Source: an optimization exercise on an open RTL-to-GDS flow (aim: small area, a short achievable clock period and few clock cycles per item). Production flows keep margins and buffers that such runs may drop. The RTL was checked by simulation tests, not by an equivalence proof against the original design. Power figures rest on the tool's default switching activity, not on a simulated workload.

==> flow/design.v (excerpt) <==
module multitap_dtmf_tone_generator (
	input  logic        clk,
	input  logic        arst_n,
	input  logic        s_tvalid,
	output logic        s_tready,
	input  logic [7:0]  s_tdata,    
	input  logic        s_tuser,    
	output logic        m_tvalid,
	input  logic        m_tready,
	output logic [23:0] m_tdata,    
	output logic        m_tlast,    
	input  logic        cfg_valid,
	output logic        cfg_ready,
	input  logic [2:0]  cfg_index,
	input  logic [63:0] cfg_data
);
Size: about 3600 cells after synthesis, roughly 110 I/O pins, ~29000 µm² of cells after synthesis.
==> flow/config.mk <==
export PLATFORM = sky130hd
export DESIGN_NAME = multitap_dtmf_tone_generator
export DESIGN_NICKNAME = multitap_dtmf_tone_generator
export VERILOG_FILES = /design/flow/design.v
export SDC_FILE = /design/flow/constraint.sdc
export NUM_CORES = 4
export LEC_CHECK = 0
export ABC_AREA = 1
export CAP_MARGIN = 20
export CORE_MARGIN = 2
export CORE_UTILIZATION = 70
export SETUP_SLACK_MARGIN = 4.8
export SLEW_MARGIN = 20
export TNS_END_PERCENT = 5
==> flow/constraint.sdc <==
create_clock -name core_clock -period 9.0 [get_ports {clk}]
set_input_delay 1.8000 -clock core_clock [delete_from_list [all_inputs] [get_ports {clk}]]
set_output_delay 1.8000 -clock core_clock [all_outputs]
set_load 0.01 [all_outputs]
run.sh (not shown) runs the stock make flow with config.mk's settings and CLKGATE_MAP_FILE= SYNTH_SCRIPT=/design/flow/synth_recipe.tcl, a recipe that flattens the netlist after the stock synthesis.
Testbench counts at the start, summed over its fixed seeds: cycles 76,989, items 76,773.
Next try:
Settings changed: CORE_UTILIZATION 70 to 60.
What happened: The new run finished clean. Core utilization went down by 11 points. Via count goes down by 4.8%. Power came out lower by 2.0%. Hold slack is worse by 4.2 ps. Design area hardly moves. Fmax grows by 4.2%. Clock skew came out higher by 6.1 ps. Die area grows by 16%. Sequential share of layout area falls by 0.11 points. First-iteration DRC count falls by 23%. Synthesized cell count stays the same.
Next try:
Settings changed: CORE_UTILIZATION 60 to 50.
Outcome: The changed run finished clean; worst hold slack is better by 4.2 ps; cell area came out higher by about 1.5%; register-to-register slack is better by 30 ps; core utilization came out lower by 10 points; first-iteration DRC count came out lower by 16%; sequential power came out lower by about 3%; clock skew came out higher by 5.0 ps; sequential cell count is unchanged; routed wire length came out higher by 4.0%; die area came out higher by about 20%.
Next try:
Settings changed: SETUP_SLACK_MARGIN 4.8 to 5.0.
Wire length climbs by 1.6%.
Power climbs by 1.2%.
Maximum frequency drops by 0.59%.
Setup slack loses 26 ps.
Sequential share of layout area barely changes.
Core utilization climbs by 0.13 points.
Count of clock-buffer cells in the layout climbs by 12.
Next try:
Settings changed: CORE_UTILIZATION 50 to 60, PLACE_DENSITY from default to 0.75, SETUP_SLACK_MARGIN 5.0 to 4.8.
Effect: Routed wire length went down by about 4.5%; clock skew goes down by 5.4 ps; final area went down by about 0.8%; power rose by about 0.7%; worst hold slack improves by 15 ps; area after synthesis does not change; clock power fell by about 3%; sequential share of layout area rises by 0.23 points; utilization rose by 11 points; final cell count came out lower by 3.5%.
Next try:
Settings changed: ABC_AREA 1 to default, CORE_UTILIZATION 60 to 50, PLACE_DENSITY 0.75 to default.
Effect:
- clock-buffer cell count is lower by 3
- cell area is higher by 0.74%
- die area is higher by 21%
- non-clock buffer count is higher by 4


== MS ==
Another version of the RTL of multitap_dtmf_tone_generator (not shown whole).
Size: about 360 flip-flops, ~110 I/O pins, ~29000 µm² of cells after synthesis.
clock: 9.0 ns
lec_check: 0
abc_area: 1
cap_margin: 20
core_margin: 2
core_utilization: 50
setup_slack_margin: 4.5
slew_margin: 20
Testbench counts of MS, summed over its fixed seeds: cycles 76,989, items 76,773.
Input-level comparison between AL and MS:
Settings: a change of SETUP_SLACK_MARGIN from 4.5 to 3.5; an added TNS_END_PERCENT of 5.
Findings:
Changes observed in AL relative to MS: count of antenna diodes in the layout closely matched the old numbers, cell area after layout went down 4.7%, placed wire-length estimate after detailed placement went up 0.33%.
AL vs MS, proportion of final cell area spent on non-clock buffers went down by 2.1 points.
Changes observed in AL relative to MS: number of nets at the end of the flow dropped 2.1%; average instance area after synthesis barely changed; power density over the cells dropped about 7%; sequential fraction of total cell area climbed 1.2 points.
In the flow results for AL and MS, the first-pass GRT wire length is smaller on AL.

[what the ideal ports hide]
In the flow no input, the clock included, has a driving cell. The finished layouts below were timed again as built, in two steps.
Step 1 sets driving cells, clkbuf_16 on the clock port and buf_2 on the other inputs (assumed; they add their load-dependent delay and slew).
Step 2 times the ports against the registers' clock, not the clock port: input delays grow and output delays shrink by t, the midpoint of the rising clock arrivals with the driver on.
Slacks: ideal / step 1 / step 2; pairs: ideal / step 1.
run | t, ns | setup WS [ns] | worst setup path at the end | clock arrival spread, ns | pins driven straight from the clock port
the first run of note 1 | 0.639 | 4.392 / 4.392 / 4.242 | input to register | 0.028 / 0.027 | 1
the second run of note 1 | 0.634 | 4.580 / 4.580 / 4.489 | input to register | 0.031 / 0.032 | 1
the third run of note 1 | 0.653 | 4.611 / 4.611 / 4.479 | input to register | 0.037 / 0.037 | 1
the fourth run of note 1 | 0.643 | 4.586 / 4.586 / 4.515 | input to register | 0.031 / 0.031 | 1
the fifth run of note 1 | 0.651 | 4.504 / 4.504 / 4.499 | input to register | 0.024 / 0.023 | 1
the sixth run of note 1 | 0.641 | 4.164 / 4.164 / 3.742 | input to register | 0.021 / 0.020 | 1
MS | 0.625 | 4.300 / 4.300 / 4.287 | input to register | 0.023 / 0.024 | 1
AL | 0.645 | 3.723 / 3.723 / 3.723 | register to register | 0.037 / 0.037 | 1
After both steps setup and hold are still met in every run listed. The setup slack of the sixth run of note 1, which loses most, moves by 0.000 ns with the drivers and by -0.422 ns with both steps.
